Source: an optimization exercise on an open RTL-to-GDS flow (aim: small area, a short achievable clock period and few clock cycles per item). Production flows keep margins and buffers that such runs may drop.
In this exercise RTL edits were held to simulation tests only and were not proved equivalent to the original.

==> flow/design.v (outline; a module is shown in full before it is edited, if it fits) <==
// module multi_dataflow_core: 1480 lines
// module mdf_fa: 10 lines
// module mdf_ha: 9 lines
module multi_dataflow_core (
  input  logic        ap_clk,
  input  logic        ap_rst,
  input  logic [31:0] in0_data,
  output logic        in0_full_n,
  input  logic        in0_write,
  input  logic [31:0] in1_data,
  output logic        in1_full_n,
  input  logic        in1_write,
  output logic [31:0] out0_data,
  input  logic        out0_full_n,
  output logic        out0_write,
  output logic [31:0] out1_data,
  input  logic        out1_full_n,
  output logic        out1_write,
  input  logic [7:0]  ID
);
  // ...
==> flow/flow/run.sh <==
#!/bin/bash
# The standard layout, with plain buffers (buf_4) rather than the default delay-cell
# buffers on the ports. Make's full output goes to standard_flow.log in the work folder.
set -euo pipefail
bash standard.sh "BUFFER_PORTS_ARGS=-buffer_cell sky130_fd_sc_hd__buf_4" finish > standard_flow.log 2>&1
==> flow/standard.sh <==
#!/bin/bash
# synth_recipe.tcl (not shown) runs the flow's synth.tcl, then flattens the netlist and writes it again
# the make line also repeats each setting of config.mk as NAME=value (left out here)
make -C /OpenROAD-flow-scripts/flow DESIGN_CONFIG=/design/flow/config.mk WORK_HOME=/design/flow/orfs CLKGATE_MAP_FILE= SYNTH_SCRIPT=/design/flow/synth_recipe.tcl "${@:-finish}"
==> flow/config.mk <==
export PLATFORM = sky130hd
export DESIGN_NAME = multi_dataflow_core
export DESIGN_NICKNAME = multi_dataflow_core
export VERILOG_FILES = /design/flow/design.v
export SDC_FILE = /design/flow/constraint.sdc
export NUM_CORES = 4
export LEC_CHECK = 0
export ABC_AREA = 1
export CAP_MARGIN = 20
export CORE_MARGIN = 2
export CORE_UTILIZATION = 40
export CTS_CLUSTER_DIAMETER = 100
export CTS_CLUSTER_SIZE = 24
export SETUP_SLACK_MARGIN = 5
export SLEW_MARGIN = 20
export SYNTH_HIERARCHICAL = 1
==> flow/constraint.sdc <==
create_clock -name core_clock -period 8.5 [get_ports {ap_clk}]
set_input_delay 1.7000 -clock core_clock [delete_from_list [all_inputs] [get_ports {ap_clk}]]
set_output_delay 1.7000 -clock core_clock [all_outputs]
set_load 0.01 [all_outputs]
==> flow_summary.toml, run 1 <==
[outcome]
status = "no timing/DRC/antenna violations"

[setup_path]
crit_top_cell = "fa_1"
rr_endpoint = "s1_q[117]"
cp-endpoint = "s1_q[117]"
startpoint_type = "flip-flop"
cp-end-kind = "flip-flop"
slowest_delay_ps = 600
criticalPathCategory = "flip-flop to flip-flop"
r2r_slack_ps = 5040

[cells_and_area]
fin_area_mm2 = 0.0289
largest_reg_flops = 120
layout_common_cells = "nand2_1, inv_1, xor2_1, o22ai_1, edfxtp_1"
nClkBuffers = 31

[floorplan]
row_count = 93
n_tap_cell = 855
die_h_um = 259

[cts]
path_clk_slew_ps = 100
cts_sinks = 373

[yosys]
ys_seq_elements = 373
synth-async-reset-ratio_pct = 2.68
syn_avg_cell_area_um2 = 9.14
synth_nets = 3234
synth_flop_cell = "edfxtp_1"

[grt]
use_met2_pct = 38.3
grt_pass1_wl_mm = 119
grt_pass1_vias = 20583
track_usage_pct = 22.8

[timing]
fin_skew_ps = 34.1
rsz0062_at_grt = "yes"

[detailed_routing]
via_per_inst = 5.27

[worst_hold_path]
min_to = "sa[30]"

[placement]
port-buffer-count = 145

[pwr]
Testbench counts, summed over its fixed seeds: cycles 8,288, items 8,192.
==> run 2: changes to the inputs <==
==> flow/flow/run.sh (replaced) <==
#!/bin/bash
# The standard layout, with plain buffers (buf_4) rather than the default delay-cell
# buffers on the ports, and timing repair aimed at 5.4 ns of setup slack. Make's full output
# goes to standard_flow.log in the work folder.
set -euo pipefail
bash standard.sh "BUFFER_PORTS_ARGS=-buffer_cell sky130_fd_sc_hd__buf_4" SETUP_SLACK_MARGIN=5.4 finish > standard_flow.log 2>&1
--- a/flow/config.mk
+++ b/flow/config.mk
@@ -13,3 +13,2 @@
 export CTS_CLUSTER_SIZE = 24
-export SETUP_SLACK_MARGIN = 5
 export SLEW_MARGIN = 20
==> run 2 against run 1 <==
  * Area after synthesis unchanged
  * First-iteration DRC count up 4.2%
  * Core utilization grew 1.6 points
  * Critical path depth is 1 higher
  * Via count rose by 1.6%
  * Die area stayed put
  * Non-clock buffer count grew 49
  * Largest cell class unchanged
  * Critical endpoint is now s1_q[101]
  * Maximum frequency grew 3.2%
  * Still clean on timing, DRC and antenna
  * Register-to-register slack improved by 110 ps
  * Wire length is 2.4% higher
  * Cell area up 3.6%
==> flow_summary.toml, run 2 <==
[timing]
final.setup.tns_ps = 0
fin_crit_sh_pct = 39.4
fin_skew_ps = 32.1
fin_hold_ws_ps = 465
worst_slew_pin_slew_ps = 953
setup_slack_ps = 5150
max_slew_margin_pct = 36.3
hold_viol = 0
setup_viol_count_final = 0
slew_viol_final = 0
fmax_mhz = 299
min_period_ps = 3350
rsz0062_at_grt = "yes"

[cells_and_area]
areaGrowthSynthToFinish_pct = 15.0
fin_area_mm2 = 0.0300
multi_input_area_mm2 = 0.0151
final_common_cell = "nand2_1"
largest_reg_flops = 120
final_cells = 3849
top_register = "s1_q"
final_nets = 3360
layout_common_cells = "nand2_1, inv_1, xor2_1, o22ai_1, edfxtp_1"
fillers = 6224
drive_gt1_share_pct = 17.3
seq_area_mm2 = 0.00970

[yosys]
netlist_top_cells_count = "nand2_1, inv_1, xor2_1"
ys_seq_elements = 373
ys_top_cells_by_area = "edfxtp_1, fa_1, dfxtp_1"
ys_seq_area_share_pct = 37.1
synth_nets = 3234
synth_flop_cell = "edfxtp_1"
syn_inst = 2852
yosysTopAreaCell = "edfxtp_1"
synth_most_common_cell = "nand2_1"
syn_area_mm2 = 0.0261
synth-async-reset-ratio_pct = 2.68
ys_warn_count = 7
ys_types = 44
synth_top_area_share_pct = 24.9
syn_avg_cell_area_um2 = 9.14
synth_edf_count = 216

[floorplan]
row_count = 93
floorplan.initialDensity_pct = 40.4
io-pin-count = 146
die_area_mm2 = 0.0672
die_h_um = 259
die_x_um = 259
core_mm2 = 0.0645

[cts]
cts_tree = "built"
htreeDepth = 1
clkLatencyLatePin_ps = 580
cts_buffers = 21
postCtsHoldBufs = 0
clock-root-buffer = "clkbuf_16"
path_clk_slew_ps = 100
cts_sinks = 373
cts_buffer_depth = 3

[setup_path]
criticalPathCategory = "flip-flop to flip-flop"
crit_top_cell = "fa_1"
crit_arrival_ps = 3650
r2r_slack_ps = 5150
crit_chain = "clkinvlp_4 -> buf_4 -> o22ai_1 -> xor2_1 -> ha_1 -> fa_1 -> fa_1 -> fa_2"
crit_buf_inv = 2
slowest_delay_ps = 550
cp_max_fo = 7
cp-end-kind = "flip-flop"
required_ps = 8800
critPathTopFamily = "adder cells"
startpoint_type = "flip-flop"
slowest_stage = "fa_1"

[placement]
placed_area_mm2 = 0.0280
port-buffer-count = 145
dp_slack_ps = 4080
place_hpwl_mm = 56.0
dp.cells = 3746
place_congestion = 0.900

[detailed_routing]
first_iter_violations = 1665
firstDrtPassIters = 5
drt_wl_total_mm = 78.7
via_per_inst = 5.29
num_vias = 20355
drcViolationCount = 0
wl_per_cell_um = 20.4
final_antenna_net_count = 0

[grt]
grt_max_degree = 76
grt_pass1_vias = 20686
grt_antenna_before_repair = 0
grt_pass1_wl_mm = 120
track_usage_pct = 23.1
grt_overflow_total = 0

[outcome]
status = "no timing/DRC/antenna violations"

[worst_hold_path]
min_path_type = "flip-flop to flip-flop"

[job]
maxCapViolations = 0
[run 2: kinds of logic (layout without fill, tap and decap cells)]
| kind of cell | after synthesis | count (layout) | share of synthesized area (%) |
|---|---|---|---|
| AND/OR/NAND/NOR | 1023 | 1025 | 15.9 |
| buffers and inverters | 472 | 611 | 7.05 |
| AO/OA/AOI/OAI | 401 | 401 | 9.87 |
| flip-flops | 373 | 373 | 37.1 |
| adder cells (fa/ha/maj) | 304 | 304 | 20.7 |
| XOR/XNOR | 278 | 278 | 9.34 |
| multiplexers | 1 | 1 | 0.0384 |
| other | 0 | 1 | 0 |
[run 2: worst register-to-register path, cell delays in order, from the launching register on]
cell	delay, ps
edfxtp_1	470
clkinvlp_4	260
buf_4	210
o22ai_1	160
xor2_1	210
ha_1	280
fa_1	500
fa_1	550
fa_2	450
[run 2: area by class of cell]
cell class | instances | area share (%)
multi-input combinational | 2009 | 50.5
sequential | 373 | 32.3
timing repair buffer | 241 | 6.98
inverter | 330 | 4.44
tap | 855 | 3.57
clock buffer | 29 | 1.85
clock inverter | 9 | 0.267
timing repair inverter | 2 | 0.0417
antenna | 1 | 0.00834
[run 2: path summary, 6_finish.rpt]
kind                              to  depth (start not counted)  startpoint
setup / recovery           s1_q[101]                          8      ha[21]
hold / removal                sa[16]                          2      sa[16]
setup reg to reg           s1_q[101]                          8      ha[21]
hold reg to reg               sa[16]                          2      sa[16]
max in group asynchronous       fn_a                          1      ap_rst
min in group asynchronous        o0v                          1      ap_rst
[run 2: stage by stage]
step / util (%)
2_1_floorplan: -
3_3_place_gp: 43.5
5_1_grt: 46.5
4_1_cts: 45.5
6_report: 46.5
3_5_place_dp: 43.5
[run 2: modules after synthesis (local to each module, per instance)]
module	flops+latches	times used
multi_dataflow_core	373	1
mdf_fa	0	210
mdf_ha	0	30
[run 2: timing repair]
action / CTS / global route
cloned: 8 / 1
buffers inserted: 33 / 21
pin swaps: 17 / 31
gates resized for setup: 86 / 104
endpoints found under the setup margin: 149 / 70
hold endpoints to repair: 0 / 0
[run 2: layer usage]
metal	GRT usage [%]	wire, µm
met4	7.44	2520
met5	0	0
met1	31.0	33900
met2	38.6	37000
met3	3.14	5280
==> run 3: changes to the inputs <==
==> flow/flow/run.sh (replaced) <==
#!/bin/bash
# The standard layout, with plain buffers (buf_4) rather than the default delay-cell
# buffers on the ports, and timing repair aimed at 5.2 ns of setup slack. Make's full output
# goes to standard_flow.log in the work folder.
set -euo pipefail
bash standard.sh "BUFFER_PORTS_ARGS=-buffer_cell sky130_fd_sc_hd__buf_4" SETUP_SLACK_MARGIN=5.2 finish > standard_flow.log 2>&1
==> run 3 against run 2 <==
  * Area after synthesis stayed put
  * Cell area is 1.3% lower
  * Maximum frequency is 0.85% lower
  * Still clean
  * First-iteration DRC count is 3.1% higher
  * Hold slack worse by 10 ps
  * Clock skew is 4.8 ps higher
==> flow_summary.toml, run 3 <==
[outcome]
status = "no timing/DRC/antenna violations"

[detailed_routing]
first_iter_violations = 1716
firstDrtPassIters = 6
via_per_inst = 5.28
final_antenna_net_count = 0
wl_per_cell_um = 20.5
num_vias = 20246
drt_wl_total_mm = 78.5
drcViolationCount = 0

[setup_path]
crit_arrival_ps = 3680
startpoint_type = "flip-flop"
cp-end-kind = "flip-flop"
r2r_slack_ps = 5120
slowest_delay_ps = 540
criticalPathCategory = "flip-flop to flip-flop"
cp_max_fo = 8
rr_endpoint = "s1_q[113]"
worstReg2RegStart = "ha[21]"
slowest_stage = "fa_1"
reg2reg_depth = 7
crit_chain = "clkinvlp_4 -> o22ai_4 -> xor2_2 -> fa_1 -> fa_1 -> fa_1 -> fa_1"
crit_top_cell = "fa_1"
required_ps = 8800

[timing]
min_period_ps = 3380
hold_viol = 0
fmax_mhz = 296
worst_slew_pin_slew_ps = 993
rsz0062_at_grt = "yes"
slew_viol_final = 0
max_slew_margin_pct = 33.7
fin_skew_ps = 36.9
setup_viol_count_final = 0
fin_crit_sh_pct = 39.7
final.setup.tns_ps = 0

[cells_and_area]
top_register = "s1_q"
drive_gt1_share_pct = 14.9
layout_common_cells = "nand2_1, inv_1, xor2_1, o22ai_1, edfxtp_1"
largest_reg_flops = 120
final_common_cell = "nand2_1"
areaGrowthSynthToFinish_pct = 13.5
fillers = 6230
n_antenna_cell = 0
fin_area_mm2 = 0.0296
final_nets = 3344

[cts]
path_clk_slew_ps = 90
clock-root-buffer = "clkbuf_16"
htreeDepth = 1
cts_sinks = 373
cts_buffer_depth = 3
cts_tree = "built"
postCtsHoldBufs = 0
clkLatencyLatePin_ps = 590
cts_buffers = 23

[yosys]
netlist_top_cells_count = "nand2_1, inv_1, xor2_1"
ys_seq_area_share_pct = 37.1
ys_top_cells_by_area = "edfxtp_1, fa_1, dfxtp_1"
yosysTopAreaCell = "edfxtp_1"
synth-async-reset-ratio_pct = 2.68
synth_top_area_share_pct = 24.9
ys_types = 44
ys_warn_count = 7
synth_flop_cell = "edfxtp_1"
syn_inst = 2852
syn_area_mm2 = 0.0261
synth_most_common_cell = "nand2_1"
syn_avg_cell_area_um2 = 9.14
synth_nets = 3234
synth_edf_count = 216
ys_seq_elements = 373

[placement]
place_hpwl_mm = 56.3
placed_area_mm2 = 0.0280
place_congestion = 0.900
port-buffer-count = 145

[grt]
grt_antenna_before_repair = 0
grt_max_degree = 76
grt_pass1_vias = 20552
grt_pass1_wl_mm = 120
grt_overflow_total = 0
track_usage_pct = 23.1

[floorplan]
io-pin-count = 146
die_h_um = 259
floorplan.initialDensity_pct = 40.4
row_count = 93
die_area_mm2 = 0.0672
die_x_um = 259
core_mm2 = 0.0645

[job]
maxCapViolations = 0

[worst_hold_path]
hold_start = "sa[30]"
min_to = "sa[30]"
min_path_type = "flip-flop to flip-flop"
hold-path-cell-count = 2
==> run 3: cell counts after synthesis <==
No cell type changed its count.
==> run 3: metal layers <==
layer	part of all wire, %	vias up	wire length, µm	GRT usage (%)
met5	0	-	0	0
met4	3.7	0	2880	7.71
met3	6.8	187	5310	3.22
met2	47	886	37000	38.8
met1	42	9689	33300	30.8
li1	-	9484	-	-
==> run 3: what timing repair did <==
item	CTS	global route
buffers inserted	14	24
gates resized for setup	57	47
setup endpoints to repair	99	50
cloned	4	3
pin swaps	4	12
==> run 3: critical path: cells and delay by family, from the launching register on <==
kind	cells	cell delay, ps
xor gates and xnor gates	1	180
adders and majority gates	4	1930
buffers and inverters	1	270
AOI/OAI and AO/OA	1	240
DFF	1	480
==> run 3: layout make-up <==
class	instances	area, µm²	share of cell area [%]
repair buffers	225	1920	6.47
inverters	330	1340	4.53
repair inverters	1	7.51	0.0254
multi-input cells	2008	14800	50.0
clock buffers	30	623	2.11
flip-flops and latches	373	9690	32.8
clock inverters	12	159	0.537
well taps	855	1070	3.62
==> run 3: worst max path at each step <==
| stage | start | end | slack, ps | cells after the start |
|---|---|---|---|---|
| final | ha[21] | s1_q[113] | 5120 | 7 |
| after global routing | ha[19] | s1_q[117] | 5080 | 7 |
| after CTS | ha[19] | s1_q[117] | 5170 | 7 |
| after detailed placement | out1_full_n | bo[14] | 4130 | 11 |
| after global placement | out1_full_n | bo[14] | 4210 | 11 |
| after floorplan | out0_full_n | bo[10] | 4590 | 10 |
==> run 3: metrics by stage <==
stage | hold WS [ps] | utilization [%] | cells | worst slack [ps]
2_1_floorplan | 386 | - | 2852 | 4590
3_3_place_gp | 432 | 43.5 | 3747 | 4210
3_5_place_dp | 438 | 43.5 | 3747 | 4130
4_1_cts | 463 | 45.2 | 3807 | 5170
5_1_grt | 487 | 45.9 | 3834 | 5080
6_report | 455 | 45.9 | 3834 | 5120
==> run 3: logic make-up after synthesis <==
kind of cell	share of synthesized area, %
AND/OR/NAND/NOR	15.9
XOR/XNOR	9.34
adder cells (fa/ha/maj)	20.7
AO/OA/AOI/OAI	9.87
flip-flops	37.1
buffers and inverters	7.05
multiplexers	0.0384
==> run 3: per-module statistics from Yosys, one instance, submodules excluded <==
module	times used	area (µm²)
mdf_fa	210	20.0
mdf_ha	30	12.5
multi_dataflow_core	1	21500

-- afterwards: timing with drivers on the ports --
No port has a modelled driver above. Below, the same layouts with a new extraction and two added sets of constraints.
Step 1 (the two cells are an assumption about what drives the block):
set clk [get_ports {ap_clk}]
set_driving_cell -lib_cell sky130_fd_sc_hd__clkbuf_16 $clk
set_driving_cell -lib_cell sky130_fd_sc_hd__buf_2 [delete_from_list [all_inputs] $clk]
Step 2 moves the port delays by t, midway between the first and last clock arrival at a register: inputs arrive t later, outputs are due t later. That takes back most of the time a late clock gives input paths.
Three values: ideal ports, drivers, drivers and shift; two values: the first two.
| run | shift t [ns] | setup slack, ns | worst setup path after step 2 | worst register clock-pin slew, ns | worst slew at a driven data input, ns |
|---|---|---|---|---|---|
| run 1 | 0.633 | 5.044 / 5.044 / 4.633 | input to register | 0.10 / 0.10 | 0.05 |
| run 2 | 0.624 | 5.151 / 5.151 / 4.963 | input to register | 0.11 / 0.11 | 0.04 |
| run 3 | 0.631 | 5.122 / 5.122 / 4.781 | input to register | 0.11 / 0.11 | 0.05 |
After both steps every run listed still meets setup and hold. The setup slack of run 1, which loses most, moves by 0.000 ns with the drivers and by -0.411 ns with both steps.
